Source: an optimization exercise on an open RTL-to-GDS flow (aim: a short achievable clock period and few clock cycles). Production flows keep margins and buffers that such runs may drop.
At most, simulation tests tie the RTL to the original design; equivalence was not proved.
No functional check of the RTL was part of runs 2 and 3.
Power figures rest on the tool's default switching activity, not on a simulated workload.

===== flow/run.sh =====
#!/bin/bash
# synth_recipe.tcl (not shown) runs the flow's synth.tcl, then flattens the netlist and writes it again
# the make line also repeats each setting of config.mk as NAME=value (left out here)
make -C /OpenROAD-flow-scripts/flow DESIGN_CONFIG=/design/flow/config.mk WORK_HOME=/design/flow/orfs CLKGATE_MAP_FILE= SYNTH_SCRIPT=/design/flow/synth_recipe.tcl finish

===== flow/config.mk =====
export PLATFORM = sky130hd
export DESIGN_NAME = riscvSingle
export DESIGN_NICKNAME = riscvSingle
export VERILOG_FILES = /design/flow/design.v
export SDC_FILE = /design/flow/constraint.sdc
export NUM_CORES = 4
export LEC_CHECK = 0
export ABC_CLOCK_PERIOD_IN_PS = 2500
export CAP_MARGIN = 20
export CORE_MARGIN = 2
export CORE_UTILIZATION = 50
export SETUP_SLACK_MARGIN = 5
export SLEW_MARGIN = 20

===== flow/constraint.sdc =====
create_clock -name core_clock -period 8.3 [get_ports {clk}]
set_input_delay 1.6600 -clock core_clock [delete_from_list [all_inputs] [get_ports {clk}]]
set_output_delay 1.6600 -clock core_clock [all_outputs]
set_load 0.01 [all_outputs]

===== flow/design.v =====
`default_nettype none
package riscvPkg;
    localparam logic [6:0] opLoad   = 7'd3;
    localparam logic [6:0] opStore  = 7'd35;
    localparam logic [6:0] opRType  = 7'd51;
    localparam logic [6:0] opIType  = 7'd19;
    localparam logic [6:0] opBranch = 7'd99;
    localparam logic [6:0] opJal    = 7'd111;
endpackage
`default_nettype wire
`timescale 1ns/1ps
`default_nettype none
module mainDeco (
    input  wire logic [31:0] instr,
    output logic             isLoad,
    output logic             isStore,
    output logic             isRType,
    output logic             isIType,
    output logic             isBranch,
    output logic             isJal,
    output logic             sameRs,
    output logic             useRs1,
    output logic             useRs2,
    output logic             regWrite,
    output logic [31:0]      immJ,
    output logic [31:0]      immB,
    output logic [31:0]      immOp
);
    logic [6:0] op;
    assign op = instr[6:0];
    assign isJal    =  op[6] &  op[2];
    assign isBranch =  op[6] & ~op[2];
    assign isStore  = ~op[6] &  op[5] & ~op[4];
    assign isRType  = ~op[6] &  op[5] &  op[4];
    assign isIType  = ~op[6] & ~op[5] &  op[4];
    assign isLoad   = ~op[6] & ~op[5] & ~op[4];
    assign sameRs   = (instr[19:15] == instr[24:20]);
    assign useRs1   = ~isJal & ~(isBranch & sameRs);
    assign useRs2   = isRType | isStore | (isBranch & ~sameRs);
    assign regWrite = (isLoad | isRType | isIType | isJal) & (instr[11:7] != 5'd0);
    assign immJ  = {{12{instr[31]}}, instr[19:12], instr[20], instr[30:21], 1'b0};
    assign immB  = {{20{instr[31]}}, instr[7], instr[30:25], instr[11:8], 1'b0};
    assign immOp = isStore ? {{20{instr[31]}}, instr[31:25], instr[11:7]}
                           : {{20{instr[31]}}, instr[31:20]};
endmodule
`default_nettype wire
`timescale 1ns/1ps
`default_nettype none
module aluDeco (
    input  wire logic       isRType,
    input  wire logic       isIType,
    input  wire logic [2:0] funct3,
    input  wire logic       funct7b5,
    output logic            selAdd,
    output logic            selSub,
    output logic            selAnd,
    output logic            selOr,
    output logic            selSlt
);
    logic aluOp;
    assign aluOp  = isRType | isIType;
    assign selAnd = aluOp &  funct3[2] &  funct3[0];
    assign selOr  = aluOp &  funct3[2] & ~funct3[0];
    assign selSlt = aluOp & ~funct3[2] &  funct3[1];
    assign selSub = isRType & ~funct3[2] & ~funct3[1] & funct7b5;
    assign selAdd = ~(selAnd | selOr | selSlt | selSub);
endmodule
`default_nettype wire
`timescale 1ns/1ps
`default_nettype none
module regFile (
    input  wire logic        clk,
    input  wire logic        we,
    input  wire logic [4:0]  wa,
    input  wire logic [31:0] wd,
    input  wire logic [31:1] sel1,
    input  wire logic [31:1] sel2,
    output logic [31:0]      rd1,
    output logic [31:0]      rd2
);
    logic [31:0] regs [1:31];
    always_ff @(posedge clk)
    begin
        if (we && (wa != 5'd0))
        begin
            regs[wa] <= wd;
        end
    end
    always_comb
    begin
        rd1 = 32'd0;
        rd2 = 32'd0;
        for (int i = 1; i < 32; i++)
        begin
            rd1 = rd1 | ({32{sel1[i]}} & regs[i]);
            rd2 = rd2 | ({32{sel2[i]}} & regs[i]);
        end
    end
endmodule
`default_nettype wire
`timescale 1ns/1ps
`default_nettype none
module dataPath #(
    parameter logic [31:0] resetPc = 32'h0000_0000
) (
    input  wire logic        clk,
    input  wire logic        arstN,
    input  wire logic [31:0] instr,
    input  wire logic [31:0] readData,
    output logic [31:0]      pc,
    output logic [31:0]      memAddr,
    output logic [31:0]      memWriteData,
    output logic             memWrite
);
    logic [31:0] pcF;
    logic [31:0] pcOut;
    logic [31:0] pcPlus4F;
    logic [31:0] tgtF, pcRest, pcNext, pcOutNext;
    logic        isLoad, isStore, isRType, isIType, isBranch, isJal;
    logic        sameRs, useRs1, useRs2, regWrite;
    logic        selAdd, selSub, selAnd, selOr, selSlt;
    logic [31:0] immJ, immB, immOp;
    logic        takeF;
    logic        stall, redirE, redirD;
    logic [31:0] tgtFullD;
    logic [31:0] tgtE;
    mainDeco mDeco (
        .instr    (instr),
        .isLoad   (isLoad),
        .isStore  (isStore),
        .isRType  (isRType),
        .isIType  (isIType),
        .isBranch (isBranch),
        .isJal    (isJal),
        .sameRs   (sameRs),
        .useRs1   (useRs1),
        .useRs2   (useRs2),
        .regWrite (regWrite),
        .immJ     (immJ),
        .immB     (immB),
        .immOp    (immOp)
    );
    aluDeco aDeco (
        .isRType  (isRType),
        .isIType  (isIType),
        .funct3   (instr[14:12]),
        .funct7b5 (instr[30]),
        .selAdd   (selAdd),
        .selSub   (selSub),
        .selAnd   (selAnd),
        .selOr    (selOr),
        .selSlt   (selSlt)
    );
    assign pcPlus4F = pcF + 32'd4;
    logic [11:0] lowJ, lowB;
    logic        okJ, okB;
    assign lowJ  = {1'b0, pcF[11:1]} + {1'b0, immJ[11:1]};
    assign lowB  = {1'b0, pcF[11:1]} + {1'b0, immB[11:1]};
    assign okJ   = (lowJ[11] == instr[31]) & (instr[19:12] == {8{instr[31]}});
    assign okB   = (lowB[11] == instr[31]);
    assign tgtF  = {pcF[31:12], instr[3] ? lowJ[10:0] : lowB[10:0], pcF[0]};
    assign takeF  = ~redirE & ~redirD & ~stall & (isJal | (isBranch & sameRs));
    assign pcRest = redirE ? tgtE : (redirD ? tgtFullD : (stall ? pcF : pcPlus4F));
    assign pcNext = takeF ? tgtF : pcRest;
    always_comb
    begin
        case (takeF)
            1'b1:    pcOutNext = tgtF;
            default: pcOutNext = pcRest;
        endcase
    end
    always_ff @(posedge clk or negedge arstN)
    begin
        if (!arstN)
        begin
            pcF   <= resetPc;
            pcOut <= resetPc;
        end
        else
        begin
            pcF   <= pcNext;
            pcOut <= pcOutNext;
        end
    end
    assign pc = pcOut;
    logic        validD;
    logic [4:0]  rs1D, rs2D, rdD;
    logic        loadD, storeD, jalD, brD, useImmD, useRs1D, useRs2D, wrD;
    logic        selAddD, selSubD, selAndD, selOrD, selSltD;
    logic [31:0] immOpD, immTgtD, linkD, pcD;
    logic        fixD;
    logic [31:1] oh1D, oh2D;
    always_ff @(posedge clk or negedge arstN)
    begin
        if (!arstN)
        begin
            validD <= 1'b0;
        end
        else if (redirE || redirD)
        begin
            validD <= 1'b0;
        end
        else if (!stall)
        begin
            validD <= 1'b1;
        end
    end
    always_ff @(posedge clk)
    begin
        if (!stall)
        begin
            rs1D    <= instr[19:15];
            rs2D    <= instr[24:20];
            rdD     <= instr[11:7];
            loadD   <= isLoad;
            storeD  <= isStore;
            jalD    <= isJal;
            brD     <= isBranch & ~sameRs;
            useImmD <= ~(isRType | isBranch);
            useRs1D <= useRs1;
            useRs2D <= useRs2;
            wrD     <= regWrite;
            selAddD <= selAdd;
            selSubD <= selSub;
            selAndD <= selAnd;
            selOrD  <= selOr;
            selSltD <= selSlt;
            immOpD  <= immOp;
            immTgtD <= isJal ? immJ : immB;
            fixD    <= (isJal & ~okJ) | (isBranch & sameRs & ~okB);
            for (int i = 1; i < 32; i++)
            begin
                oh1D[i] <= (instr[19:15] == 5'(i));
                oh2D[i] <= (instr[24:20] == 5'(i));
            end
            linkD   <= pcPlus4F;
            pcD     <= pcF;
        end
    end
    logic        validE, loadE, wrE;
    logic [4:0]  rdE;
    logic        wrM, loadM;
    logic [4:0]  rdM;
    logic [31:0] resM;
    logic        wrW;
    logic [4:0]  rdW;
    logic [31:0] wbW;
    logic [31:0] rv1, rv2, fw1, fw2, aluRes, wbM;
    logic        fwE1, fwE2, fwM1, fwM2, fwW1, fwW2;
    regFile regs (
        .clk (clk),
        .we  (wrW),
        .sel1 (oh1D),
        .sel2 (oh2D),
        .wa  (rdW),
        .wd  (wbW),
        .rd1 (rv1),
        .rd2 (rv2)
    );
    assign wbM = loadM ? readData : resM;
    assign fwE1 = validE & wrE & (rdE == rs1D);
    assign fwE2 = validE & wrE & (rdE == rs2D);
    assign fwM1 = wrM & (rdM == rs1D);
    assign fwM2 = wrM & (rdM == rs2D);
    assign fwW1 = wrW & (rdW == rs1D);
    assign fwW2 = wrW & (rdW == rs2D);
    assign fw1 = fwE1 ? aluRes : (fwM1 ? wbM : (fwW1 ? wbW : rv1));
    assign fw2 = fwE2 ? aluRes : (fwM2 ? wbM : (fwW2 ? wbW : rv2));
    assign tgtFullD = pcD + immTgtD;
    assign redirD   = validD & fixD;
    assign stall = validD & validE & loadE & wrE &
                   ((useRs1D & (rdE == rs1D)) | (useRs2D & (rdE == rs2D)));
    logic [31:0] aE, bE, stDataE;
    logic        invAE, selAddE, selSubE, selAndE, selOrE, selSltE, storeE, brE;
    always_ff @(posedge clk or negedge arstN)
    begin
        if (!arstN)
        begin
            validE <= 1'b0;
        end
        else
        begin
            validE <= validD & ~stall & ~redirE;
        end
    end
    always_ff @(posedge clk)
    begin
        aE      <= jalD ? linkD : (fw1 ^ {32{selSubD | selSltD}});
        bE      <= jalD ? 32'd0 : (useImmD ? immOpD : fw2);
        selAddE <= selAddD;
        selSubE <= selSubD;
        invAE   <= selSubD | selSltD;
        selAndE <= selAndD;
        selOrE  <= selOrD;
        selSltE <= selSltD;
        loadE   <= loadD;
        storeE  <= storeD;
        wrE     <= wrD;
        rdE     <= rdD;
        brE     <= brD;
        tgtE    <= tgtFullD;
        stDataE <= fw2;
    end
    logic [31:0] sum, aTrue;
    logic        lt, eq;
    assign sum    = aE + bE;
    assign aTrue  = aE ^ {32{invAE}};
    assign lt     = (aTrue[31] != bE[31]) ? aTrue[31] : ~sum[31];
    assign aluRes = ({32{selAddE}} & sum) |
                    ({32{selSubE}} & ~sum) |
                    ({32{selAndE}} & (aE & bE)) |
                    ({32{selOrE}}  & (aE | bE)) |
                    {31'd0, selSltE & lt};
    assign eq     = (aE == bE);
    assign redirE = validE & brE & eq;
    logic        storeM;
    logic [31:0] stDataM;
    always_ff @(posedge clk or negedge arstN)
    begin
        if (!arstN)
        begin
            storeM <= 1'b0;
            wrM    <= 1'b0;
        end
        else
        begin
            storeM <= validE & storeE;
            wrM    <= validE & wrE;
        end
    end
    always_ff @(posedge clk)
    begin
        resM    <= aluRes;
        stDataM <= stDataE;
        loadM   <= loadE;
        rdM     <= rdE;
    end
    assign memAddr      = resM;
    assign memWriteData = stDataM;
    assign memWrite     = storeM;
    always_ff @(posedge clk or negedge arstN)
    begin
        if (!arstN)
        begin
            wrW <= 1'b0;
        end
        else
        begin
            wrW <= wrM;
        end
    end
    always_ff @(posedge clk)
    begin
        wbW <= wbM;
        rdW <= rdM;
    end
endmodule
`default_nettype wire
`timescale 1ns/1ps
`default_nettype none
module riscvSingle #(
    parameter logic [31:0] resetPc = 32'h0000_0000
) (
    input  wire logic        clk,
    input  wire logic        arstN,
    output logic [31:0]      pc,
    input  wire logic [31:0] instr,
    output logic [31:0]      memAddr,
    output logic [31:0]      memWriteData,
    output logic             memWrite,
    input  wire logic [31:0] memReadData
);
    dataPath #(
        .resetPc (resetPc)
    ) dPath (
        .clk          (clk),
        .arstN        (arstN),
        .instr        (instr),
        .readData     (memReadData),
        .pc           (pc),
        .memAddr      (memAddr),
        .memWriteData (memWriteData),
        .memWrite     (memWrite)
    );
endmodule
`default_nettype wire

==> metrics.log, run 1 <==
[metrics] Worst EP required: about 8700 ps
[metrics] die area: 0.130 mm^2
[metrics] power per cell area: between 200 and 300 mW/mm^2
[metrics] leakage power summed over all cells: 26.2 nW
[metrics] Yosys cell types: 98
[metrics] clock latency at the later pin of the worst-skew pair: around 820 ps
[metrics] # Max-Cap Violations: 0
[metrics] final global-route overflow total: 0
[metrics] delay contributed by the slowest stage of the critical path: slightly above 900 ps
[metrics] switching share of total power: 0.314
[metrics] net count after synthesis: 4984
[metrics] count of vias placed by the detailed router: 52.2k
[metrics] combinational power share: 0.215
[metrics] worst min-delay path class: reg -> reg
[metrics] number of cells after detailed placement: 6455
[metrics] synthesized area divided by synthesized cell count: 13.2 um^2
[metrics] most common cell after layout, fill and taps aside: sky130_fd_sc_hd__edfxtp_1
[metrics] worst-case vdd ir drop: 212 uV
[metrics] fin cells: 6864
[metrics] yosys synthesis warning count: 2
[metrics] # nets final: 5263
[metrics] origin of the worst min-delay path: dPath.stDataE[21]$_DFF_P_
[metrics] period utilization: 0.424
[metrics] Starting Density: 0.505
[metrics] final count of pins violating max slew: 0
[metrics] result of the run: timing/DRC/antenna clean
[metrics] clock buffer count from CTS: between 150 and 200
[metrics] # DRC: 0
[metrics] fill cell instance count of the final layout: 9992
[metrics] total of endpoints with negative setup slack in the final report: 0
[metrics] area occupied by registers: 0.0411 mm^2
[metrics] share of synthesized flip-flops with an asynchronous set or reset: 0.0254
[metrics] CP max stage cell: sky130_fd_sc_hd__dfrtp_1
[metrics] cell count after synthesis: 4803
[metrics] sequential share of the synthesized area: 0.646
[metrics] chain of cells forming the critical path: nand3_1, nor2_4, buf_4
[metrics] buffers from clock root to sink, at most: 3
[metrics] Internal Dissipation: about 0.015 W
[metrics] Critical R2R Capture: dPath.regs.regs[24][12]$_DFFE_PP_
[metrics] Hold Path Depth: 0
[metrics] final worst path period need: around 3500 ps
[metrics] sequential share of power: 0.471
[metrics] net load switching power: 0.00692 W
[metrics] hold buffer count at CTS: 0
[metrics] number of cell instances on the worst register-to-register path: 3
[metrics] r2r startpoint: dPath.wrW$_DFF_PN0_
[metrics] Setup crit start kind: flip-flop
[metrics] total wire length after detailed routing: approximately 290000 um
[metrics] first-pass iteration count of the detailed router: 11
[metrics] top achievable clock speed: 284 MHz
[metrics] Placer Congestion: 0.962
[metrics] Placed Instance Area: 0.0675 mm^2
[metrics] Place WS: 3100 ps
[metrics] initial antenna violation count: 13
[metrics] count of H-tree levels built during CTS: 4
[metrics] TritonCTS clock tree: done
[metrics] Core ar.: 0.126 mm^2
[metrics] GRT Util Overall: 0.432
[metrics] ys flop type: sky130_fd_sc_hd__edfxtp_1
[metrics] area of the multi-input gates: 0.0221 mm^2
[metrics] portion of total power attributed to the clock network: 0.314
[metrics] clock slew seen by the registers of the worst setup and hold paths: 60 ps
[metrics] setup slack after layout: 4780 ps
[metrics] ANT nets after route: 0
[metrics] wire per inst: 41.9 um
[metrics] Arr. time, crit path: 3960 ps
[metrics] flip-flop and latch count after synthesis: around 1.5k
[metrics] Slew @ Worst Pin: 1200 ps
[metrics] Slew Limit Headroom: 0.192
[metrics] worst clock skew: 33.5 ps
[metrics] final HPWL from detailed placement: 162000 um
[metrics] number of I/O pins: 163
[metrics] critical setup path kind: reg -> reg
[metrics] Port Buffer Count: 160
[metrics] area growth from synthesis to layout: 17.2%
[metrics] flop2flop setup slack: 4780 ps
[metrics] setup TNS: 0 ps
[metrics] maximum fanout along the worst path: 22
[metrics] clock tree sinks: 1457
[metrics] via count of the first global-routing pass: 48.4k
[metrics] die span in y: 360 um
[metrics] post-layout instance area: ~0.074 mm^2
[metrics] cell row count: 130
[metrics] number of hold violations in the final report: 0
[metrics] root cell of the clock tree: sky130_fd_sc_hd__clkbuf_16
[metrics] leading cell types in the layout, fill and taps excluded: sky130_fd_sc_hd__edfxtp_1 (1170), sky130_fd_sc_hd__a22oi_1 (345), sky130_fd_sc_hd__a221oi_1 (285), sky130_fd_sc_hd__a22o_1 (283), sky130_fd_sc_hd__buf_4 (255)
[metrics] Hold Path Sink: dPath.stDataM[21]$_DFF_P_
[metrics] critical path endpoint category: flip-flop
[metrics] via-per-instance ratio: 7.61
[metrics] Cell Area, Synth: about 0.064 mm^2
[metrics] Post-synth EDFFs: around 1.2k
[metrics] largest net degree at the start of global routing: 84
[metrics] horizontal die dimension: 360 um
[metrics] setup repair after global routing missed its margin: yes
[metrics] number of design-rule violations left by the first detailed-router iteration: 10.9k
[metrics] proportion of layout cells with a drive suffix above 1: 0.158
[metrics] wire length of the first global-routing pass: 389000 um
==> state kept, by name, indices dropped and copies added (netlist names), 5 cells and up, named ones only <==
| signal | cells |
|---|---|
| dPath.regs.regs | 992 |
| dPath.aE | 32 |
| dPath.bE | 32 |
| dPath.pcD | 32 |
| dPath.resM | 32 |
| dPath.stDataE | 32 |
| dPath.stDataM | 32 |
| dPath.tgtE | 32 |
| dPath.wbW | 32 |
| dPath.oh1D | 31 |
| dPath.oh2D | 31 |
| dPath.pcOut | 31 |
| dPath.linkD | 30 |
| dPath.immTgtD | 14 |
| dPath.immOpD | 11 |
| dPath.rdD | 5 |
| dPath.rdE | 5 |
| dPath.rdM | 5 |
| dPath.rdW | 5 |
| dPath.rs1D | 5 |
| dPath.rs2D | 5 |
==> worst max-delay path, delay by kind of cell (launching register included) <==
| kind | cells | cell delay, ps |
|---|---|---|
| buffers and inverters | 1 | 640 |
| DFF | 1 | 910 |
| and+or+nand+nor | 2 | 1570 |
==> repair_timing <==
action / 4_1_cts / 5_1_grt
gates resized for setup: 260 / 150
pin swaps: 28 / 58
cloned: 2 / 1
setup endpoints to repair: 271 / 503
buffers inserted: 54 / 64
==> logic make-up after synthesis <==
logic type	Yosys count	synth area share
AO/OA/AOI/OAI	1565	0.191
XOR/XNOR	139	0.0192
adder cells (fa/ha/maj)	115	0.0231
buffers and inverters	436	0.0278
flip-flops	1457	0.646
multiplexers	111	0.0183
AND/OR/NAND/NOR	980	0.0744
==> synth_stat cells (55+ instances only) <==
master	n	area [um^2]
sky130_fd_sc_hd__a211oi_1	74	556
sky130_fd_sc_hd__a21o_1	56	420
sky130_fd_sc_hd__a21oi_1	144	721
sky130_fd_sc_hd__a221oi_1	285	2500
sky130_fd_sc_hd__a222oi_1	64	641
sky130_fd_sc_hd__a22o_1	283	2480
sky130_fd_sc_hd__a22oi_1	345	2590
sky130_fd_sc_hd__clkbuf_1	259	972
sky130_fd_sc_hd__dfxtp_1	250	5000
sky130_fd_sc_hd__edfxtp_1	1170	35100
sky130_fd_sc_hd__ha_1	111	1390
sky130_fd_sc_hd__inv_1	116	435
sky130_fd_sc_hd__mux2i_1	75	751
sky130_fd_sc_hd__nand2_1	205	769
sky130_fd_sc_hd__nand3_1	111	556
sky130_fd_sc_hd__nand4_1	143	895
sky130_fd_sc_hd__nor2_1	281	1050
sky130_fd_sc_hd__nor3_1	94	470
sky130_fd_sc_hd__o21ai_0	102	510
sky130_fd_sc_hd__xnor2_1	84	736
sky130_fd_sc_hd__xor2_1	55	482
==> metrics by stage <==
| stage | total power, W | util | hold slack, ps |
|---|---|---|---|
| after floorplan | 0.0126 | - | 310 |
| after CTS | 0.0216 | 0.582 | 322 |
| final | 0.0221 | 0.592 | 313 |
| after global placement | 0.0147 | 0.536 | 312 |
| after detailed placement | 0.0147 | 0.536 | 312 |
| after global routing | 0.0227 | 0.591 | 318 |
==> how the worst max path moves through the flow <==
stage	from	slack [ps]	to	cells past startpoint
floorplan	dPath.rs2D[4]$_DFFE_PN_	2890	dPath.pcOut[28]$_DFFE_PN0P_	9
global placement	instr[24]	3140	dPath.pcOut[28]$_DFFE_PN0P_	11
detailed placement	instr[24]	3100	dPath.pcOut[28]$_DFFE_PN0P_	11
CTS	dPath.wrW$_DFF_PN0_	4770	dPath.regs.regs[17][11]$_DFFE_PP_	3
global route	dPath.wrW$_DFF_PN0_	4860	dPath.regs.regs[24][21]$_DFFE_PP_	3
finish	dPath.wrW$_DFF_PN0_	4780	dPath.regs.regs[24][12]$_DFFE_PP_	3
==> per-layer routing <==
metal / GRT usage / share of wire / up-vias
met3: 0.171 / 0.17 / 1479
met2: 0.587 / 0.39 / 5438
met1: 0.574 / 0.35 / 25200
met5: 0.00555 / 0.00060 / -
met4: 0.276 / 0.087 / 14
li1: - / - / 20100
==> power by group through the flow <==
stage               clock (W)  sequential (W)  combinational (W)
finish                0.00692          0.0104            0.00475
global route          0.00721          0.0105            0.00498
CTS                   0.00690          0.0104            0.00434
detailed placement          0          0.0106            0.00411
global placement            0          0.0106            0.00409
floorplan                   0          0.0102            0.00244
==> cell type report <==
class | count | share of cell area
timing repair buffer | 442 | 0.0504
clock inverter | 71 | 0.00927
clock buffer | 209 | 0.0577
multi-input combinational | 2912 | 0.297
tap | 1650 | 0.0277
sequential | 1457 | 0.552
antenna | 6 | 0.000202
inverter | 117 | 0.00595
Testbench counts, summed over its fixed seeds: cycles 43,395.
==> inputs of run 2 (changes only) <==
--- a/flow/design.v
+++ b/flow/design.v
@@ -70,8 +70,7 @@
 `default_nettype none
 module regFile (
     input  wire logic        clk,
-    input  wire logic        we,
-    input  wire logic [4:0]  wa,
+    input  wire logic [31:1] we,
     input  wire logic [31:0] wd,
     input  wire logic [31:1] sel1,
     input  wire logic [31:1] sel2,
@@ -81,9 +80,12 @@
     logic [31:0] regs [1:31];
     always_ff @(posedge clk)
     begin
-        if (we && (wa != 5'd0))
+        for (int i = 1; i < 32; i++)
         begin
-            regs[wa] <= wd;
+            if (we[i])
+            begin
+                regs[i] <= wd;
+            end
         end
     end
     always_comb
@@ -153,11 +155,8 @@
     );
     assign pcPlus4F = pcF + 32'd4;
     logic [11:0] lowJ, lowB;
-    logic        okJ, okB;
     assign lowJ  = {1'b0, pcF[11:1]} + {1'b0, immJ[11:1]};
     assign lowB  = {1'b0, pcF[11:1]} + {1'b0, immB[11:1]};
-    assign okJ   = (lowJ[11] == instr[31]) & (instr[19:12] == {8{instr[31]}});
-    assign okB   = (lowB[11] == instr[31]);
     assign tgtF  = {pcF[31:12], instr[3] ? lowJ[10:0] : lowB[10:0], pcF[0]};
     assign takeF  = ~redirE & ~redirD & ~stall & (isJal | (isBranch & sameRs));
     assign pcRest = redirE ? tgtE : (redirD ? tgtFullD : (stall ? pcF : pcPlus4F));
@@ -184,12 +183,15 @@
     end
     assign pc = pcOut;
     logic        validD;
-    logic [4:0]  rs1D, rs2D, rdD;
+    logic [4:0]  rdD;
     logic        loadD, storeD, jalD, brD, useImmD, useRs1D, useRs2D, wrD;
     logic        selAddD, selSubD, selAndD, selOrD, selSltD;
     logic [31:0] immOpD, immTgtD, linkD, pcD;
-    logic        fixD;
+    logic        takenD;
     logic [31:1] oh1D, oh2D;
+    logic        fwE1D, fwE2D, fwM1D, fwM2D, fwW1D, fwW2D;
+    logic        validE, wrE, wrM;
+    logic [4:0]  rdE, rdM;
     always_ff @(posedge clk or negedge arstN)
     begin
         if (!arstN)
@@ -209,8 +211,6 @@
     begin
         if (!stall)
         begin
-            rs1D    <= instr[19:15];
-            rs2D    <= instr[24:20];
             rdD     <= instr[11:7];
             loadD   <= isLoad;
             storeD  <= isStore;
@@ -227,7 +227,7 @@
             selSltD <= selSlt;
             immOpD  <= immOp;
             immTgtD <= isJal ? immJ : immB;
-            fixD    <= (isJal & ~okJ) | (isBranch & sameRs & ~okB);
+            takenD  <= isJal | (isBranch & sameRs);
             for (int i = 1; i < 32; i++)
             begin
                 oh1D[i] <= (instr[19:15] == 5'(i));
@@ -237,39 +237,52 @@
             pcD     <= pcF;
         end
     end
-    logic        validE, loadE, wrE;
-    logic [4:0]  rdE;
-    logic        wrM, loadM;
-    logic [4:0]  rdM;
+    always_ff @(posedge clk)
+    begin
+        if (!stall)
+        begin
+            fwE1D <= validD & wrD & (rdD == instr[19:15]);
+            fwE2D <= validD & wrD & (rdD == instr[24:20]);
+            fwM1D <= validE & wrE & (rdE == instr[19:15]);
+            fwM2D <= validE & wrE & (rdE == instr[24:20]);
+            fwW1D <= wrM & (rdM == instr[19:15]);
+            fwW2D <= wrM & (rdM == instr[24:20]);
+        end
+        else
+        begin
+            fwE1D <= 1'b0;
+            fwE2D <= 1'b0;
+            fwM1D <= fwE1D;
+            fwM2D <= fwE2D;
+            fwW1D <= fwM1D;
+            fwW2D <= fwM2D;
+        end
+    end
+    logic        loadE;
+    logic        loadM;
     logic [31:0] resM;
-    logic        wrW;
-    logic [4:0]  rdW;
+    logic [31:1] weW;
     logic [31:0] wbW;
     logic [31:0] rv1, rv2, fw1, fw2, aluRes, wbM;
-    logic        fwE1, fwE2, fwM1, fwM2, fwW1, fwW2;
+    logic [11:0] lowD;
+    logic        okD;
     regFile regs (
         .clk (clk),
-        .we  (wrW),
+        .we   (weW),
+        .wd   (wbW),
         .sel1 (oh1D),
         .sel2 (oh2D),
-        .wa  (rdW),
-        .wd  (wbW),
         .rd1 (rv1),
         .rd2 (rv2)
     );
     assign wbM = loadM ? readData : resM;
-    assign fwE1 = validE & wrE & (rdE == rs1D);
-    assign fwE2 = validE & wrE & (rdE == rs2D);
-    assign fwM1 = wrM & (rdM == rs1D);
-    assign fwM2 = wrM & (rdM == rs2D);
-    assign fwW1 = wrW & (rdW == rs1D);
-    assign fwW2 = wrW & (rdW == rs2D);
-    assign fw1 = fwE1 ? aluRes : (fwM1 ? wbM : (fwW1 ? wbW : rv1));
-    assign fw2 = fwE2 ? aluRes : (fwM2 ? wbM : (fwW2 ? wbW : rv2));
+    assign fw1 = fwE1D ? aluRes : (fwM1D ? wbM : (fwW1D ? wbW : rv1));
+    assign fw2 = fwE2D ? aluRes : (fwM2D ? wbM : (fwW2D ? wbW : rv2));
     assign tgtFullD = pcD + immTgtD;
-    assign redirD   = validD & fixD;
-    assign stall = validD & validE & loadE & wrE &
-                   ((useRs1D & (rdE == rs1D)) | (useRs2D & (rdE == rs2D)));
+    assign lowD     = {1'b0, pcD[11:1]} + {1'b0, immTgtD[11:1]};
+    assign okD      = (lowD[11] == immTgtD[31]) & (immTgtD[19:12] == {8{immTgtD[31]}});
+    assign redirD   = validD & takenD & ~okD;
+    assign stall = validD & loadE & ((useRs1D & fwE1D) | (useRs2D & fwE2D));
     logic [31:0] aE, bE, stDataE;
     logic        invAE, selAddE, selSubE, selAndE, selOrE, selSltE, storeE, brE;
     always_ff @(posedge clk or negedge arstN)
@@ -342,17 +355,19 @@
     begin
         if (!arstN)
         begin
-            wrW <= 1'b0;
+            weW <= '0;
         end
         else
         begin
-            wrW <= wrM;
+            for (int i = 1; i < 32; i++)
+            begin
+                weW[i] <= wrM & (rdM == 5'(i));
+            end
         end
     end
     always_ff @(posedge clk)
     begin
         wbW <= wbM;
-        rdW <= rdM;
     end
 endmodule
 `default_nettype wire
==> flow/flow/run.sh (new file) <==
#!/bin/bash
# The standard layout, with the port buffers made from a plain buffer
# (sky130_fd_sc_hd__buf_4) instead of the one buffer_ports picks by itself.
# Synthesis is the standard one, unchanged. Each step's output goes to a
# log file of its own in the work folder.
set -euo pipefail
bash standard.sh synth > synth.log 2>&1
bash standard.sh BUFFER_PORTS_ARGS="-buffer_cell sky130_fd_sc_hd__buf_4" finish > layout.log 2>&1
==> flow/standard.sh (new file) <==
#!/bin/bash
# synth_recipe.tcl (not shown) runs the flow's synth.tcl, then flattens the netlist and writes it again
# the make line also repeats each setting of config.mk as NAME=value (left out here)
make -C /OpenROAD-flow-scripts/flow DESIGN_CONFIG=/design/flow/config.mk WORK_HOME=/design/flow/orfs CLKGATE_MAP_FILE= SYNTH_SCRIPT=/design/flow/synth_recipe.tcl "${@:-finish}"
removed: flow/run.sh
==> run 2 against run 1 <==
Sequential share of layout area increased by 0.81 points. Clock skew up 3.8 ps. Still clean on timing, DRC and antenna. Via count is 0.72% lower.
==> metrics.log, run 2 <==
[metrics] flop2flop setup slack: 4700 ps (-80 ps)
[metrics] clock buffer count from CTS: 156 (+2.6%)
[metrics] number of I/O pins: 163 (unchanged)
[metrics] result of the run: timing/DRC/antenna clean
[metrics] die span in y: 360 um (about the same)
[metrics] clock latency at the later pin of the worst-skew pair: 820 ps (about the same)
[metrics] fin cells: 6788 (-1.1%)
[metrics] setup TNS: 0 ps (unchanged)
[metrics] sequential share of the synthesized area: 0.654 (+0.00793)
[metrics] ANT nets after route: 0 (unchanged)
[metrics] Worst EP required: 9000 ps (+260 ps)
[metrics] Critical R2R Capture: dPath.bE[18]$_SDFF_PP0_
[metrics] GRT Util Overall: 0.430 (-0.00224)
[metrics] Starting Density: 0.505 (about the same)
[metrics] worst-case vdd ir drop: 220 uV (+3.6%)
[metrics] wire length of the first global-routing pass: 385000 um (-1.1%)
[metrics] top achievable clock speed: 278 MHz (-2.3%)
[metrics] worst clock skew: 37.3 ps (+3.80 ps)
[metrics] Slew Limit Headroom: 0.193 (+0.000970)
[metrics] Placer Congestion: 0.959 (-0.37%)
[metrics] critical path endpoint category: flip-flop
[metrics] Cell Area, Synth: 0.0635 mm^2 (about the same)
[metrics] largest net degree at the start of global routing: 173 (+110%)
[metrics] most frequently used cell type in the post-synthesis netlist: sky130_fd_sc_hd__edfxtp_1
[metrics] Port Buffer Count: 160 (unchanged)
[metrics] number of cell instances on the worst register-to-register path: 9 (+6)
[metrics] total of endpoints with negative setup slack in the final report: 0 (unchanged)
[metrics] # nets final: 5171 (-1.7%)
[metrics] via-per-instance ratio: 7.64 (+0.39%)
[metrics] number of design-rule violations left by the first detailed-router iteration: 10.6k (-2.6%)
[metrics] commonest cells in the netlist: sky130_fd_sc_hd__edfxtp_1 (1160), sky130_fd_sc_hd__a22oi_1 (330), sky130_fd_sc_hd__a221oi_1 (324), sky130_fd_sc_hd__a22o_1 (321), sky130_fd_sc_hd__clkbuf_1 (268)
[metrics] last element of the critical path: dPath.bE[18]$_SDFF_PP0_
[metrics] horizontal die dimension: 360 um (about the same)
[metrics] critical setup path kind: reg -> reg
[metrics] final worst path period need: 3600 ps (+83.0 ps)
[metrics] synthesized area divided by synthesized cell count: 13.4 um^2 (+0.99%)
[metrics] count of vias placed by the detailed router: 51.9k (-0.72%)
[metrics] yosys synthesis warning count: 3 (+1)
[metrics] cell count after synthesis: 4752 (-1.1%)
[metrics] power per cell area: 302 mW/mm^2 (+1.8%)
[metrics] die area: 0.130 mm^2 (about the same)
[metrics] total wire length after detailed routing: 287000 um (-0.28%)
[metrics] period utilization: 0.434 (+0.0100)
[metrics] r2r startpoint: dPath.fwW2D$_DFF_P_
[metrics] wire per inst: 42.3 um (+0.84%)
[metrics] number of hold violations in the final report: 0 (unchanged)
[metrics] launching element of the worst setup path: dPath.fwW2D$_DFF_P_
[metrics] Yosys top cell by area: sky130_fd_sc_hd__edfxtp_1
[metrics] fill cell instance count of the final layout: 9894 (-0.98%)
[metrics] Synth top area share: 0.549 (-0.00428)
[metrics] Yosys cell types: 80 (-18%)
[metrics] count of H-tree levels built during CTS: 4 (unchanged)
[metrics] number of cells after detailed placement: 6415 (-0.62%)
[metrics] Arr. time, crit path: 4300 ps (+340 ps)
[metrics] ys flop type: sky130_fd_sc_hd__edfxtp_1
[metrics] # Max-Cap Violations: 0 (unchanged)
[metrics] register bank with the most flops: dPath.regs.regs
[metrics] via count of the first global-routing pass: 47.9k (-1.2%)
[metrics] setup repair after global routing missed its margin: yes
[metrics] # DRC: 0 (unchanged)
[metrics] Setup crit start kind: flip-flop
[metrics] Post-synth EDFFs: 1160 (-0.85%)
[metrics] worst min-delay path class: reg -> reg
[metrics] area growth from synthesis to layout: 17.0%
[metrics] root cell of the clock tree: sky130_fd_sc_hd__clkbuf_16
[metrics] final HPWL from detailed placement: 155000 um (-4.4%)
[metrics] maximum fanout along the worst path: 28 (+27%)
[metrics] clock tree sinks: 1478 (+1.4%)
[metrics] max reg flops: 992 (unchanged)
[metrics] final count of pins violating max slew: 0 (unchanged)
[metrics] cell row count: 130 (unchanged)
[metrics] Core ar.: 0.126 mm^2 (-0.13%)
[metrics] share of synthesized flip-flops with an asynchronous set or reset: 0.0453 (+0.0199)
[metrics] top cells by area, synth: sky130_fd_sc_hd__edfxtp_1 (55%), sky130_fd_sc_hd__dfxtp_1 (7.9%), sky130_fd_sc_hd__a221oi_1 (4.5%)
[metrics] clock slew seen by the registers of the worst setup and hold paths: 60 ps (about the same)
[metrics] TritonCTS clock tree: done
[metrics] Slew @ Worst Pin: 1210 ps (+13.7 ps)
[metrics] net count after synthesis: 4926 (-1.2%)
[metrics] proportion of layout cells with a drive suffix above 1: 0.181 (+0.0226)
[metrics] initial antenna violation count: 8 (-5)
[metrics] buffers from clock root to sink, at most: 3 (unchanged)
[metrics] leakage power summed over all cells: 26.3 nW (+0.44%)
[metrics] flip-flop and latch count after synthesis: 1478 (+1.4%)
[metrics] most common cell after layout, fill and taps aside: sky130_fd_sc_hd__edfxtp_1
[metrics] leading cell types in the layout, fill and taps excluded: sky130_fd_sc_hd__edfxtp_1 (1160), sky130_fd_sc_hd__buf_4 (363), sky130_fd_sc_hd__a22oi_1 (330), sky130_fd_sc_hd__a22o_1 (321), sky130_fd_sc_hd__a221oi_1 (320)
[metrics] final global-route overflow total: 0 (unchanged)
[metrics] first-pass iteration count of the detailed router: 10 (-1)
-- run 2: changes by cell type after synthesis, moves of 27 or more --
cell	previous run	this run
sky130_fd_sc_hd__nor2_1	281	254
sky130_fd_sc_hd__nor3_1	94	49
sky130_fd_sc_hd__a22o_1	283	321
sky130_fd_sc_hd__a222oi_1	64	0
sky130_fd_sc_hd__a21oi_1	144	198
sky130_fd_sc_hd__a221oi_1	285	324
sky130_fd_sc_hd__o32ai_1	1	64
sky130_fd_sc_hd__dfrtp_1	37	67
-- run 2: how the worst min path moves through the flow --
stage,startpoint,end,depth (start not counted)
final,dPath.stDataE[18]$_DFF_P_,dPath.stDataM[18]$_DFF_P_,0
after global routing,dPath.stDataE[18]$_DFF_P_,dPath.stDataM[18]$_DFF_P_,0
after CTS,dPath.stDataE[18]$_DFF_P_,dPath.stDataM[18]$_DFF_P_,0
after detailed placement,dPath.stDataE[18]$_DFF_P_,dPath.stDataM[18]$_DFF_P_,0
after global placement,dPath.stDataE[22]$_DFF_P_,dPath.stDataM[22]$_DFF_P_,0
after floorplan,dPath.stDataE[0]$_DFF_P_,dPath.stDataM[0]$_DFF_P_,0
-- run 2: area by class of cell --
type | count | area [um^2] | area share
flip-flops and latches | 1478 | 41600 | 0.560
diodes | 11 | 27.5 | 0.000371
inverters | 113 | 432 | 0.00581
well taps | 1650 | 2060 | 0.0278
clock inverters | 92 | 976 | 0.0131
repair buffers | 403 | 3350 | 0.0450
multi-input cells | 2845 | 21500 | 0.290
clock buffers | 196 | 4270 | 0.0575
-- run 2: logic make-up after synthesis --
kind of cell	after synthesis	synth area share
buf+inv	430	0.0257
mux	98	0.0163
simple gates	867	0.0651
xor+xnor	140	0.0193
flops	1478	0.654
compound gates	1631	0.198
fa+ha+maj	108	0.0216
-- run 2: per-layer routing --
metal / vias to the layer above / routed length, um / track usage
met5: - / 333 / 0.00407
met4: 15 / 24800 / 0.275
met3: 1381 / 50300 / 0.186
met2: 5321 / 112000 / 0.573
met1: 25400 / 99500 / 0.571
li1: 19800 / - / -
-- run 2: stage by stage --
step	power [W]	hold WS, ps	utilization	cell area, um^2	setup WS (ps)
CTS	0.0219	309	0.582	73200	4850
global route	0.0230	320	0.591	74200	4850
detailed placement	0.0146	312	0.533	67000	3620
global placement	0.0145	311	0.532	66900	3680
floorplan	0.0126	310	-	63600	3930
finish	0.0224	301	0.591	74300	4700
-- run 2: timing repair --
item                                    CTS  global route
hold buffers                              0             0
buffers inserted                         38            31
cloned                                    2             3
resized for setup                       113           170
pin swaps                                25            46
endpoints found under the setup margin  110           102
-- run 2: where the power goes --
part | internal [W] | switching (W)
combinational | 0.00180 | 0.00278
sequential | 0.00946 | 0.00111
clock | 0.00421 | 0.00305
total | 0.0155 | 0.00695
-- run 2: critical path, cell delays in order, from the launching register on --
cell                       delay, ps
sky130_fd_sc_hd__dfxtp_2         310
sky130_fd_sc_hd__buf_4           240
sky130_fd_sc_hd__buf_6           310
sky130_fd_sc_hd__inv_2           270
sky130_fd_sc_hd__buf_4           850
sky130_fd_sc_hd__o32ai_1         460
sky130_fd_sc_hd__o211ai_1        440
sky130_fd_sc_hd__o21a_1          210
sky130_fd_sc_hd__nand2b_1         70
sky130_fd_sc_hd__a21oi_2         240
==> inputs of run 3 (changes only) <==
--- a/flow/design.v
+++ b/flow/design.v
@@ -188,8 +188,15 @@
     logic        selAddD, selSubD, selAndD, selOrD, selSltD;
     logic [31:0] immOpD, immTgtD, linkD, pcD;
     logic        takenD;
-    logic [31:1] oh1D, oh2D;
-    logic        fwE1D, fwE2D, fwM1D, fwM2D, fwW1D, fwW2D;
+    logic [31:1] oh1F, oh2F;
+    logic [31:0] rv1F, rv2F, rv1D, rv2D, fwOld1, fwOld2;
+    logic        fwE1D, fwE2D, fwM1D, fwM2D, fwW1D, fwW2D, fwX1D, fwX2D;
+    logic        fwE1n, fwE2n, inv1n;
+    logic        p1Sum, n1Sum, p1And, n1And, p1Or, n1Or, p1Slt, n1Slt;
+    logic        q2Sum, q2NSum, q2And, q2Or, q2Slt;
+    logic        wrW;
+    logic [4:0]  rdW;
+    logic [31:0] wbX;
     logic        validE, wrE, wrM;
     logic [4:0]  rdE, rdM;
     always_ff @(posedge clk or negedge arstN)
@@ -228,34 +235,74 @@
             immOpD  <= immOp;
             immTgtD <= isJal ? immJ : immB;
             takenD  <= isJal | (isBranch & sameRs);
-            for (int i = 1; i < 32; i++)
-            begin
-                oh1D[i] <= (instr[19:15] == 5'(i));
-                oh2D[i] <= (instr[24:20] == 5'(i));
-            end
             linkD   <= pcPlus4F;
             pcD     <= pcF;
         end
     end
+    always_comb
+    begin
+        for (int i = 1; i < 32; i++)
+        begin
+            oh1F[i] = (instr[19:15] == 5'(i));
+            oh2F[i] = (instr[24:20] == 5'(i));
+        end
+    end
+    assign fwE1n = validD & wrD & (rdD == instr[19:15]);
+    assign fwE2n = validD & wrD & (rdD == instr[24:20]);
+    assign inv1n = selSub | selSlt;
     always_ff @(posedge clk)
     begin
         if (!stall)
         begin
-            fwE1D <= validD & wrD & (rdD == instr[19:15]);
-            fwE2D <= validD & wrD & (rdD == instr[24:20]);
+            rv1D  <= rv1F;
+            rv2D  <= rv2F;
+            fwE1D <= fwE1n;
+            fwE2D <= fwE2n;
+            p1Sum <= fwE1n & ((selAddD & ~inv1n) | (selSubD & inv1n));
+            n1Sum <= fwE1n & ((selAddD & inv1n) | (selSubD & ~inv1n));
+            p1And <= fwE1n & selAndD & ~inv1n;
+            n1And <= fwE1n & selAndD & inv1n;
+            p1Or  <= fwE1n & selOrD & ~inv1n;
+            n1Or  <= fwE1n & selOrD & inv1n;
+            p1Slt <= fwE1n & selSltD & ~inv1n;
+            n1Slt <= fwE1n & selSltD & inv1n;
+            q2Sum  <= fwE2n & selAddD;
+            q2NSum <= fwE2n & selSubD;
+            q2And  <= fwE2n & selAndD;
+            q2Or   <= fwE2n & selOrD;
+            q2Slt  <= fwE2n & selSltD;
             fwM1D <= validE & wrE & (rdE == instr[19:15]);
             fwM2D <= validE & wrE & (rdE == instr[24:20]);
             fwW1D <= wrM & (rdM == instr[19:15]);
             fwW2D <= wrM & (rdM == instr[24:20]);
+            fwX1D <= wrW & (rdW == instr[19:15]);
+            fwX2D <= wrW & (rdW == instr[24:20]);
         end
         else
         begin
+            rv1D  <= fwOld1;
+            rv2D  <= fwOld2;
             fwE1D <= 1'b0;
             fwE2D <= 1'b0;
+            p1Sum <= 1'b0;
+            n1Sum <= 1'b0;
+            p1And <= 1'b0;
+            n1And <= 1'b0;
+            p1Or  <= 1'b0;
+            n1Or  <= 1'b0;
+            p1Slt <= 1'b0;
+            n1Slt <= 1'b0;
+            q2Sum  <= 1'b0;
+            q2NSum <= 1'b0;
+            q2And  <= 1'b0;
+            q2Or   <= 1'b0;
+            q2Slt  <= 1'b0;
             fwM1D <= fwE1D;
             fwM2D <= fwE2D;
-            fwW1D <= fwM1D;
-            fwW2D <= fwM2D;
+            fwW1D <= 1'b0;
+            fwW2D <= 1'b0;
+            fwX1D <= 1'b0;
+            fwX2D <= 1'b0;
         end
     end
     logic        loadE;
@@ -263,21 +310,31 @@
     logic [31:0] resM;
     logic [31:1] weW;
     logic [31:0] wbW;
-    logic [31:0] rv1, rv2, fw1, fw2, aluRes, wbM;
+    logic [31:0] fw2, aluRes, wbM;
     logic [11:0] lowD;
     logic        okD;
     regFile regs (
         .clk (clk),
         .we   (weW),
         .wd   (wbW),
-        .sel1 (oh1D),
-        .sel2 (oh2D),
-        .rd1 (rv1),
-        .rd2 (rv2)
+        .sel1 (oh1F),
+        .sel2 (oh2F),
+        .rd1 (rv1F),
+        .rd2 (rv2F)
     );
     assign wbM = loadM ? readData : resM;
-    assign fw1 = fwE1D ? aluRes : (fwM1D ? wbM : (fwW1D ? wbW : rv1));
-    assign fw2 = fwE2D ? aluRes : (fwM2D ? wbM : (fwW2D ? wbW : rv2));
+    assign fwOld1 = fwM1D ? wbM : (fwW1D ? wbW : (fwX1D ? wbX : rv1D));
+    assign fwOld2 = fwM2D ? wbM : (fwW2D ? wbW : (fwX2D ? wbX : rv2D));
+    logic [31:0] aluFw1, aluFw2, andE, orE;
+    logic        ltE;
+    assign aluFw1 = ({32{p1Sum}} & sumE) | ({32{n1Sum}} & ~sumE) |
+                    ({32{p1And}} & andE) | ({32{n1And}} & ~andE) |
+                    ({32{p1Or}}  & orE)  | ({32{n1Or}}  & ~orE)  |
+                    {{31{n1Slt}}, (p1Slt & ltE) | (n1Slt & ~ltE)};
+    assign aluFw2 = ({32{q2Sum}} & sumE) | ({32{q2NSum}} & ~sumE) |
+                    ({32{q2And}} & andE) | ({32{q2Or}}  & orE) |
+                    {31'd0, q2Slt & ltE};
+    assign fw2    = aluFw2 | ({32{~fwE2D}} & fwOld2);
     assign tgtFullD = pcD + immTgtD;
     assign lowD     = {1'b0, pcD[11:1]} + {1'b0, immTgtD[11:1]};
     assign okD      = (lowD[11] == immTgtD[31]) & (immTgtD[19:12] == {8{immTgtD[31]}});
@@ -298,7 +355,7 @@
     end
     always_ff @(posedge clk)
     begin
-        aE      <= jalD ? linkD : (fw1 ^ {32{selSubD | selSltD}});
+        aE      <= jalD ? linkD : (aluFw1 | ({32{~fwE1D}} & (fwOld1 ^ {32{selSubD | selSltD}})));
         bE      <= jalD ? 32'd0 : (useImmD ? immOpD : fw2);
         selAddE <= selAddD;
         selSubE <= selSubD;
@@ -314,16 +371,18 @@
         tgtE    <= tgtFullD;
         stDataE <= fw2;
     end
-    logic [31:0] sum, aTrue;
-    logic        lt, eq;
-    assign sum    = aE + bE;
+    logic [31:0] sumE, aTrue;
+    logic        eq;
+    assign sumE   = aE + bE;
+    assign andE   = aE & bE;
+    assign orE    = aE | bE;
     assign aTrue  = aE ^ {32{invAE}};
-    assign lt     = (aTrue[31] != bE[31]) ? aTrue[31] : ~sum[31];
-    assign aluRes = ({32{selAddE}} & sum) |
-                    ({32{selSubE}} & ~sum) |
-                    ({32{selAndE}} & (aE & bE)) |
-                    ({32{selOrE}}  & (aE | bE)) |
-                    {31'd0, selSltE & lt};
+    assign ltE    = (aTrue[31] != bE[31]) ? aTrue[31] : ~sumE[31];
+    assign aluRes = ({32{selAddE}} & sumE) |
+                    ({32{selSubE}} & ~sumE) |
+                    ({32{selAndE}} & andE) |
+                    ({32{selOrE}}  & orE) |
+                    {31'd0, selSltE & ltE};
     assign eq     = (aE == bE);
     assign redirE = validE & brE & eq;
     logic        storeM;
@@ -356,9 +415,11 @@
         if (!arstN)
         begin
             weW <= '0;
+            wrW <= 1'b0;
         end
         else
         begin
+            wrW <= wrM;
             for (int i = 1; i < 32; i++)
             begin
                 weW[i] <= wrM & (rdM == 5'(i));
@@ -368,6 +429,8 @@
     always_ff @(posedge clk)
     begin
         wbW <= wbM;
+        rdW <= rdM;
+        wbX <= wbW;
     end
 endmodule
 `default_nettype wire
==> flow/run.sh (new file) <==
#!/bin/bash
# synth_recipe.tcl (not shown) runs the flow's synth.tcl, then flattens the netlist and writes it again
# the make line also repeats each setting of config.mk as NAME=value (left out here)
make -C /OpenROAD-flow-scripts/flow DESIGN_CONFIG=/design/flow/config.mk WORK_HOME=/design/flow/orfs CLKGATE_MAP_FILE= SYNTH_SCRIPT=/design/flow/synth_recipe.tcl finish
removed: flow/flow/run.sh
removed: flow/standard.sh
==> run 3 against run 2 <==
Sequential share of layout area shrank 3.8 points. Largest cell class unchanged. Still clean on timing, DRC and antenna. Sequential power barely moved. Combinational power up 9.4%. Critical endpoint is now dPath.rv1D[1]$_DFF_P_. Synthesized cell count increased by 13%.
==> metrics.log, run 3 <==
[metrics] cell row count: 134 (+3.1%)
[metrics] final worst path period need: 3490 ps (-106 ps)
[metrics] via count of the first global-routing pass: 52.8k (+10%)
[metrics] clock latency at the later pin of the worst-skew pair: 810 ps (about the same)
[metrics] Core ar.: 0.133 mm^2 (+6.1%)
[metrics] count of H-tree levels built during CTS: 4 (unchanged)
[metrics] most common cell after layout, fill and taps aside: sky130_fd_sc_hd__edfxtp_1
[metrics] clock tree sinks: 1533 (+3.7%)
[metrics] top cells by area, synth: sky130_fd_sc_hd__edfxtp_1 (49%), sky130_fd_sc_hd__dfxtp_1 (11%), sky130_fd_sc_hd__a22oi_1 (4.5%)
[metrics] Yosys top cell by area: sky130_fd_sc_hd__edfxtp_1
[metrics] via-per-instance ratio: 7.45 (-2.5%)
[metrics] synthesized area divided by synthesized cell count: 12.6 um^2 (-5.9%)
[metrics] leakage power summed over all cells: 28.8 nW (+9.8%)
[metrics] Synth top area share: 0.490 (-0.0587)
[metrics] area growth from synthesis to layout: 20.0%
[metrics] proportion of layout cells with a drive suffix above 1: 0.176 (-0.00490)
[metrics] Arr. time, crit path: 4160 ps (-140 ps)
[metrics] die area: 0.138 mm^2 (+5.9%)
[metrics] Slew @ Worst Pin: 1190 ps (-24.4 ps)
[metrics] horizontal die dimension: 371 um (+2.9%)
[metrics] total wire length after detailed routing: 304000 um (+5.9%)
[metrics] result of the run: timing/DRC/antenna clean
[metrics] top achievable clock speed: 286 MHz (+3.0%)
[metrics] leading cell types in the layout, fill and taps excluded: sky130_fd_sc_hd__edfxtp_1 (1098), sky130_fd_sc_hd__a22oi_1 (399), sky130_fd_sc_hd__dfxtp_1 (335), sky130_fd_sc_hd__a22o_1 (305), sky130_fd_sc_hd__nor2_1 (294)
[metrics] # nets final: 5870 (+14%)
[metrics] hold buffer count at CTS: 0 (unchanged)
[metrics] origin of the worst min-delay path: dPath.stDataE[17]$_DFF_P_
[metrics] setup repair after global routing missed its margin: yes
[metrics] yosys synthesis warning count: 3 (unchanged)
[metrics] largest net degree at the start of global routing: 91 (-47%)
[metrics] worst-case vdd ir drop: 208 uV (-5.5%)
[metrics] final global-route overflow total: 0 (unchanged)
[metrics] sequential share of the synthesized area: 0.625 (-0.0298)
[metrics] # Max-Cap Violations: 0 (unchanged)
[metrics] ANT nets after route: 0 (unchanged)
[metrics] wire per inst: 39.9 um (-5.5%)
[metrics] wire length of the first global-routing pass: 411000 um (+6.6%)
[metrics] Slew Limit Headroom: 0.209 (+0.0163)
[metrics] final core utilization: 0.605 (+0.0142)
[metrics] number of I/O pins: 163 (unchanged)
[metrics] Yosys cell types: 92 (+15%)
[metrics] share of synthesized flip-flops with an asynchronous set or reset: 0.0444 (-0.000974)
[metrics] GRT Util Overall: 0.432 (+0.00148)
[metrics] initial antenna violation count: 12 (+4)
[metrics] TritonCTS clock tree: done
[metrics] number of design-rule violations left by the first detailed-router iteration: 10.7k (+0.65%)
[metrics] die span in y: 371 um (+2.9%)
[metrics] Cell Area, Synth: 0.0673 mm^2 (+6.0%)
[metrics] worst hold slack: 315 ps (+13.1 ps)
[metrics] final count of pins violating max slew: 0 (unchanged)
[metrics] first-pass iteration count of the detailed router: 9 (-1)
[metrics] max reg flops: 992 (unchanged)
[metrics] setup TNS: 0 ps (unchanged)
[metrics] maximum fanout along the worst path: 24 (-14%)
[metrics] clock buffer count from CTS: 161 (+3.2%)
[metrics] critical setup path kind: in -> reg
[metrics] total of endpoints with negative setup slack in the final report: 0 (unchanged)
[metrics] launching element of the worst setup path: instr[16]
[metrics] flip-flop and latch count after synthesis: 1533 (+3.7%)
[metrics] worst clock skew: 26.8 ps (-10.4 ps)
[metrics] buffers from clock root to sink, at most: 3 (unchanged)
[metrics] Setup crit start kind: input port
[metrics] clock slew seen by the registers of the worst setup and hold paths: 60 ps (about the same)
[metrics] net count after synthesis: 5528 (+12%)
[metrics] number of hold violations in the final report: 0 (unchanged)
[metrics] cell count after synthesis: 5354 (+13%)
[metrics] Worst EP required: 8970 ps (-30 ps)
[metrics] commonest cells in the netlist: sky130_fd_sc_hd__edfxtp_1 (1098), sky130_fd_sc_hd__a22oi_1 (399), sky130_fd_sc_hd__dfxtp_1 (367), sky130_fd_sc_hd__nor2_1 (358), sky130_fd_sc_hd__a221oi_1 (311)
[metrics] Post-synth EDFFs: 1098 (-5.3%)
[metrics] power per cell area: 286 mW/mm^2 (-5.2%)
[metrics] most frequently used cell type in the post-synthesis netlist: sky130_fd_sc_hd__edfxtp_1
[metrics] register bank with the most flops: dPath.regs.regs
[metrics] final HPWL from detailed placement: 168000 um (+8.6%)
[metrics] worst min-delay path class: reg -> reg
[metrics] r2r startpoint: dPath.bE[21]$_SDFF_PP0_
[metrics] critical path endpoint category: flip-flop
[metrics] Placer Congestion: 0.967 (+0.92%)
[metrics] Starting Density: 0.504 (-0.000691)
[metrics] count of vias placed by the detailed router: 56.7k (+9.3%)
[metrics] Port Buffer Count: 160 (unchanged)
[metrics] root cell of the clock tree: sky130_fd_sc_hd__clkbuf_16
[metrics] period utilization: 0.421 (-0.0128)
[metrics] ys flop type: sky130_fd_sc_hd__edfxtp_1
[metrics] # DRC: 0 (unchanged)
## run 3: cell types whose count changed in the layout (fill, tap and decap cells not counted), sizes merged, moves of 34 or more
cell	previous run	this run
mux2i	56	208
dfxtp	251	367
nor2	254	361
dlygate4sd2	0	100
a22oi	330	399
o32ai	64	0
edfxtp	1160	1098
nand2	199	247
clkdlybuf4s50	0	47
a211oi	52	9
clkbuf	199	237
o22a	1	37
a21oi	199	233
## run 3: final timing paths
check	to	slack (ps)	cells after the start
setup / recovery	dPath.rv1D[1]$_DFF_P_	4810	12
min in group asynchronous	asynchronous set/reset pin	770	1
max in group asynchronous	dPath.weW[27]$_DFF_PN0_	6430	2
hold / removal	dPath.stDataM[17]$_DFF_P_	310	0
setup reg to reg	dPath.pcOut[11]$_DFFE_PN0P_	5020	10
hold reg to reg	dPath.stDataM[17]$_DFF_P_	310	0
## run 3: logic make-up after synthesis
family | share of synthesized area
compound gates | 0.185
flops | 0.625
simple gates | 0.0773
buf+inv | 0.0291
mux | 0.0405
xor+xnor | 0.0227
fa+ha+maj | 0.0206
## run 3: final cells by class
class | count | area, um^2
fill | 10600 | 52700
sequential | 1533 | 42100
clock buffer | 229 | 4680
inverter | 136 | 515
multi-input combinational | 3309 | 24900
clock inverter | 64 | 674
timing repair buffer | 555 | 5580
antenna | 15 | 37.5
tap | 1768 | 2210
## run 3: where the power goes
group	switching (W)	internal (W)
logic	0.00311	0.00189
registers	0.000885	0.00980
clock network	0.00308	0.00433
total	0.00707	0.0160
## run 3: metal layers
layer,global-route usage,vias to the layer above,part of all wire
met1,0.565,27500,0.35
met3,0.179,1644,0.17
met2,0.587,5649,0.39
met4,0.280,12,0.089
li1,-,21900,-
met5,0.00280,-,0.00040
## run 3: worst max-delay path, stage by stage
cell and delay (ps):
sky130_fd_sc_hd__dlygate4sd2_1 240, sky130_fd_sc_hd__buf_12 160, sky130_fd_sc_hd__nand2b_4 180, sky130_fd_sc_hd__buf_12 130
sky130_fd_sc_hd__buf_4 110, sky130_fd_sc_hd__nor2_4 40, sky130_fd_sc_hd__buf_8 240, sky130_fd_sc_hd__a22o_1 250
sky130_fd_sc_hd__a221oi_2 180, sky130_fd_sc_hd__nand4_1 170, sky130_fd_sc_hd__nor3_4 690, sky130_fd_sc_hd__nor2_1 70
## run 3: stage by stage
| stage | instances | worst slack, ps | power (W) | instance area [um^2] |
|---|---|---|---|---|
| after CTS | 7545 | 4980 | 0.0228 | 79700 |
| after global placement | 7068 | 2500 | 0.0153 | 71600 |
| after floorplan | 5354 | 4300 | 0.0133 | 67500 |
| after detailed placement | 7069 | 2490 | 0.0154 | 71600 |
| after global routing | 7598 | 4800 | 0.0238 | 80700 |
| final | 7609 | 4810 | 0.0231 | 80700 |
## run 3: timing repair
item                       CTS  global route
setup buffers              173            46
gates cloned                10             3
setup endpoints to repair  208           106
pin swaps                   88            48
resized for setup          416            98
==> inputs of run 4 (changes only) <==
--- a/flow/design.v
+++ b/flow/design.v
@@ -69,13 +69,13 @@
 `timescale 1ns/1ps
 `default_nettype none
 module regFile (
-    input  wire logic        clk,
-    input  wire logic [31:1] we,
-    input  wire logic [31:0] wd,
-    input  wire logic [31:1] sel1,
-    input  wire logic [31:1] sel2,
-    output logic [31:0]      rd1,
-    output logic [31:0]      rd2
+    input  wire logic            clk,
+    input  wire logic [31:1]     we,
+    input  wire logic [31:0]     wd,
+    input  wire logic [7:0]      lo1,
+    input  wire logic [7:0]      lo2,
+    output logic [3:0][31:0]     cand1,
+    output logic [3:0][31:0]     cand2
 );
     logic [31:0] regs [1:31];
     always_ff @(posedge clk)
@@ -90,12 +90,18 @@
     end
     always_comb
     begin
-        rd1 = 32'd0;
-        rd2 = 32'd0;
-        for (int i = 1; i < 32; i++)
+        for (int g = 0; g < 4; g++)
         begin
-            rd1 = rd1 | ({32{sel1[i]}} & regs[i]);
-            rd2 = rd2 | ({32{sel2[i]}} & regs[i]);
+            cand1[g] = 32'd0;
+            cand2[g] = 32'd0;
+            for (int j = 0; j < 8; j++)
+            begin
+                if (8 * g + j != 0)
+                begin
+                    cand1[g] = cand1[g] | ({32{lo1[j]}} & regs[8*g+j]);
+                    cand2[g] = cand2[g] | ({32{lo2[j]}} & regs[8*g+j]);
+                end
+            end
         end
     end
 endmodule
@@ -188,8 +194,10 @@
     logic        selAddD, selSubD, selAndD, selOrD, selSltD;
     logic [31:0] immOpD, immTgtD, linkD, pcD;
     logic        takenD;
-    logic [31:1] oh1F, oh2F;
-    logic [31:0] rv1F, rv2F, rv1D, rv2D, fwOld1, fwOld2;
+    logic [7:0]       lo1F, lo2F;
+    logic [3:0][31:0] cand1F, cand2F, cand1D, cand2D;
+    logic [3:0]       grp1D, grp2D;
+    logic [31:0]      rv1D, rv2D, fwOld1, fwOld2;
     logic        fwE1D, fwE2D, fwM1D, fwM2D, fwW1D, fwW2D, fwX1D, fwX2D;
     logic        fwE1n, fwE2n, inv1n;
     logic        p1Sum, n1Sum, p1And, n1And, p1Or, n1Or, p1Slt, n1Slt;
@@ -241,10 +249,20 @@
     end
     always_comb
     begin
-        for (int i = 1; i < 32; i++)
+        for (int j = 0; j < 8; j++)
+        begin
+            lo1F[j] = (instr[17:15] == 3'(j));
+            lo2F[j] = (instr[22:20] == 3'(j));
+        end
+    end
+    always_comb
+    begin
+        rv1D = 32'd0;
+        rv2D = 32'd0;
+        for (int g = 0; g < 4; g++)
         begin
-            oh1F[i] = (instr[19:15] == 5'(i));
-            oh2F[i] = (instr[24:20] == 5'(i));
+            rv1D = rv1D | ({32{grp1D[g]}} & cand1D[g]);
+            rv2D = rv2D | ({32{grp2D[g]}} & cand2D[g]);
         end
     end
     assign fwE1n = validD & wrD & (rdD == instr[19:15]);
@@ -254,8 +272,13 @@
     begin
         if (!stall)
         begin
-            rv1D  <= rv1F;
-            rv2D  <= rv2F;
+            cand1D <= cand1F;
+            cand2D <= cand2F;
+            for (int g = 0; g < 4; g++)
+            begin
+                grp1D[g] <= (instr[19:18] == 2'(g));
+                grp2D[g] <= (instr[24:23] == 2'(g));
+            end
             fwE1D <= fwE1n;
             fwE2D <= fwE2n;
             p1Sum <= fwE1n & ((selAddD & ~inv1n) | (selSubD & inv1n));
@@ -280,8 +303,10 @@
         end
         else
         begin
-            rv1D  <= fwOld1;
-            rv2D  <= fwOld2;
+            cand1D[0] <= fwOld1;
+            cand2D[0] <= fwOld2;
+            grp1D     <= 4'b0001;
+            grp2D     <= 4'b0001;
             fwE1D <= 1'b0;
             fwE2D <= 1'b0;
             p1Sum <= 1'b0;
@@ -317,10 +342,10 @@
         .clk (clk),
         .we   (weW),
         .wd   (wbW),
-        .sel1 (oh1F),
-        .sel2 (oh2F),
-        .rd1 (rv1F),
-        .rd2 (rv2F)
+        .lo1   (lo1F),
+        .lo2   (lo2F),
+        .cand1 (cand1F),
+        .cand2 (cand2F)
     );
     assign wbM = loadM ? readData : resM;
     assign fwOld1 = fwM1D ? wbM : (fwW1D ? wbW : (fwX1D ? wbX : rv1D));
==> run 4 against run 3 <==
Global-route usage is 8.4 points lower. Still clean. Final area increased by 5.3%. Combinational power increased by 13%. Highest routed layer unchanged. Hold slack better by 6.9 ps.
==> metrics.log, run 4 <==
[metrics] TritonCTS clock tree: done
[metrics] count of vias placed by the detailed router: 54.8k (-3.3%)
[metrics] fill cell instance count of the final layout: 12.0k (+13%)
[metrics] die area: 0.152 mm^2 (+11%)
[metrics] power per cell area: 300 mW/mm^2 (+4.9%)
[metrics] worst hold slack: 321 ps (+6.94 ps)
[metrics] area occupied by registers: 0.0481 mm^2 (+14%)
[metrics] setup TNS: 0 ps (unchanged)
[metrics] wire length of the first global-routing pass: 380000 um (-7.5%)
[metrics] result of the run: timing/DRC/antenna clean
[metrics] # nets final: 6117 (+4.2%)
[metrics] first-pass iteration count of the detailed router: 6 (-3)
[metrics] ys flop type: sky130_fd_sc_hd__edfxtp_1
[metrics] count of H-tree levels built during CTS: 4 (unchanged)
[metrics] number of cell instances on the worst register-to-register path: 8 (-2)
[metrics] clock tree sinks: 1733 (+13%)
[metrics] proportion of layout cells with a drive suffix above 1: 0.119 (-0.0572)
[metrics] period utilization: 0.401 (-0.0198)
[metrics] most frequently used cell type in the post-synthesis netlist: sky130_fd_sc_hd__edfxtp_1
[metrics] via-per-instance ratio: 6.83 (-8.3%)
[metrics] total of endpoints with negative setup slack in the final report: 0 (unchanged)
[metrics] net count after synthesis: 6016 (+8.8%)
[metrics] clock buffer count from CTS: 178 (+11%)
[metrics] critical setup path kind: reg -> reg
[metrics] wire per inst: 33.6 um (-16%)
[metrics] most common cell after layout, fill and taps aside: sky130_fd_sc_hd__edfxtp_1
[metrics] met1 wire length: 102000 um (-3.6%)
[metrics] final global-route overflow total: 0 (unchanged)
[metrics] sequential share of the synthesized area: 0.643 (+0.0189)
[metrics] Worst EP required: 9000 ps (+30 ps)
[metrics] root cell of the clock tree: sky130_fd_sc_hd__clkbuf_16
[metrics] leading cell types in the layout, fill and taps excluded: sky130_fd_sc_hd__edfxtp_1 (1290), sky130_fd_sc_hd__a22oi_1 (991), sky130_fd_sc_hd__nand2_1 (371), sky130_fd_sc_hd__dfxtp_1 (335), sky130_fd_sc_hd__o21ai_0 (317)
[metrics] top cells by area, synth: sky130_fd_sc_hd__edfxtp_1 (52%), sky130_fd_sc_hd__dfxtp_1 (10%), sky130_fd_sc_hd__a22oi_1 (10%)
[metrics] Synth top area share: 0.520 (+0.0298)
[metrics] # Max-Cap Violations: 0 (unchanged)
[metrics] # DRC: 0 (unchanged)
[metrics] final worst path period need: 3330 ps (-165 ps)
[metrics] number of design-rule violations left by the first detailed-router iteration: 7959 (-26%)
[metrics] Yosys cell types: 94 (+2.2%)
[metrics] maximum fanout along the worst path: 32 (+33%)
[metrics] final count of pins violating max slew: 0 (unchanged)
[metrics] Setup crit start kind: flip-flop
[metrics] GRT Util Overall: 0.348 (-0.0838)
[metrics] setup slack after layout: 4970 ps (+165 ps)
[metrics] share of synthesized flip-flops with an asynchronous set or reset: 0.0392 (-0.00512)
[metrics] Post-synth EDFFs: 1290 (+17%)
[metrics] total wire length after detailed routing: 270000 um (-11%)
[metrics] worst min-delay path class: reg -> reg
[metrics] hold buffer count at CTS: 0 (unchanged)
run 4: cell count changes in the layout (fill, tap and decap cells not counted), sizes merged, moves of 59 or more:
cell    change
edfxtp    +192
nand4      +59
nand2     +127
a22o      -275
a221oi    -242
buf       -191
a21oi      -87
o21ai     +187
nor2      -195
a22oi     +592
run 4: worst max-delay path by stage:
| stage | from | end | slack, ps | cells after the start |
|---|---|---|---|---|
| CTS | dPath.bE[1]$_SDFF_PP0_ | dPath.aE[29]$_DFF_P_ | 4970 | 12 |
| floorplan | instr[21] | dPath.pcOut[11]$_DFFE_PN0P_ | 4110 | 16 |
| finish | dPath.grp2D[1]$_SDFF_PP0_ | dPath.stDataE[29]$_DFF_P_ | 4970 | 8 |
| global route | instr[8] | dPath.pcOut[11]$_DFFE_PN0P_ | 4980 | 14 |
| global placement | instr[21] | dPath.cand2D[7]$_DFF_P_ | 3140 | 7 |
| detailed placement | instr[21] | dPath.cand2D[7]$_DFF_P_ | 3190 | 7 |
run 4: through the flow:
stage	total power, W	instances
CTS	0.0253	8000
global placement	0.0173	7611
global route	0.0264	8021
floorplan	0.0149	5842
finish	0.0255	8024
detailed placement	0.0173	7614
run 4: worst max-delay path, cell delays in order (launching register included):
cell and delay (ps):
sky130_fd_sc_hd__dfxtp_2 310, sky130_fd_sc_hd__buf_4 340, sky130_fd_sc_hd__a22oi_1 860, sky130_fd_sc_hd__nand3_1 150, sky130_fd_sc_hd__o21ai_0 130, sky130_fd_sc_hd__o21ai_0 90, sky130_fd_sc_hd__o21ai_0 760, sky130_fd_sc_hd__o21ai_0 230
sky130_fd_sc_hd__a211o_1 270
run 4: power by group:
part           total (W)  switching, W  internal, W
registers         0.0120      0.000967       0.0110
logic            0.00566       0.00357      0.00209
clock network    0.00788       0.00344      0.00444
run 4: routing by layer:
layer,vias to the layer above,GRT usage
met3,711,0.0833
met2,3840,0.549
li1,23100,-
met4,8,0.135
met5,-,0
met1,27200,0.466
run 4: logic make-up after synthesis:
family                     Yosys count  share of synthesized area
xor gates and xnor gates           184                     0.0224
buffers and inverters              607                     0.0317
muxes                              272                     0.0387
and+or+nand+nor                   1084                     0.0704
DFF                               1733                      0.643
AOI/OAI and AO/OA                 1853                      0.175
adders and majority gates          109                     0.0185
run 4: layout make-up:
type | count | area share
tap | 1930 | 0.0284
multi-input combinational | 3507 | 0.291
inverter | 166 | 0.00742
clock buffer | 246 | 0.0574
timing repair buffer | 357 | 0.0409
antenna | 4 | 0.000118
sequential | 1733 | 0.565
clock inverter | 81 | 0.00949
run 4: timing repair:
item | CTS | global route
hold endpoints to repair | 0 | 0
cloned | 9 | 3
buffers inserted | 50 | 17
pin swaps | 17 | 19
gates resized for setup | 225 | 74
endpoints found under the setup margin | 393 | 101
Testbench counts of run 4, summed over its fixed seeds: cycles 43,395.

Setup slack of run 4, layout unchanged: 4.971 ns with ideal ports, 4.957 ns with driving cells assumed (clock clkbuf_16, inputs buf_2), 4.143 ns with port delays also shifted by the 0.903 ns mid clock arrival.
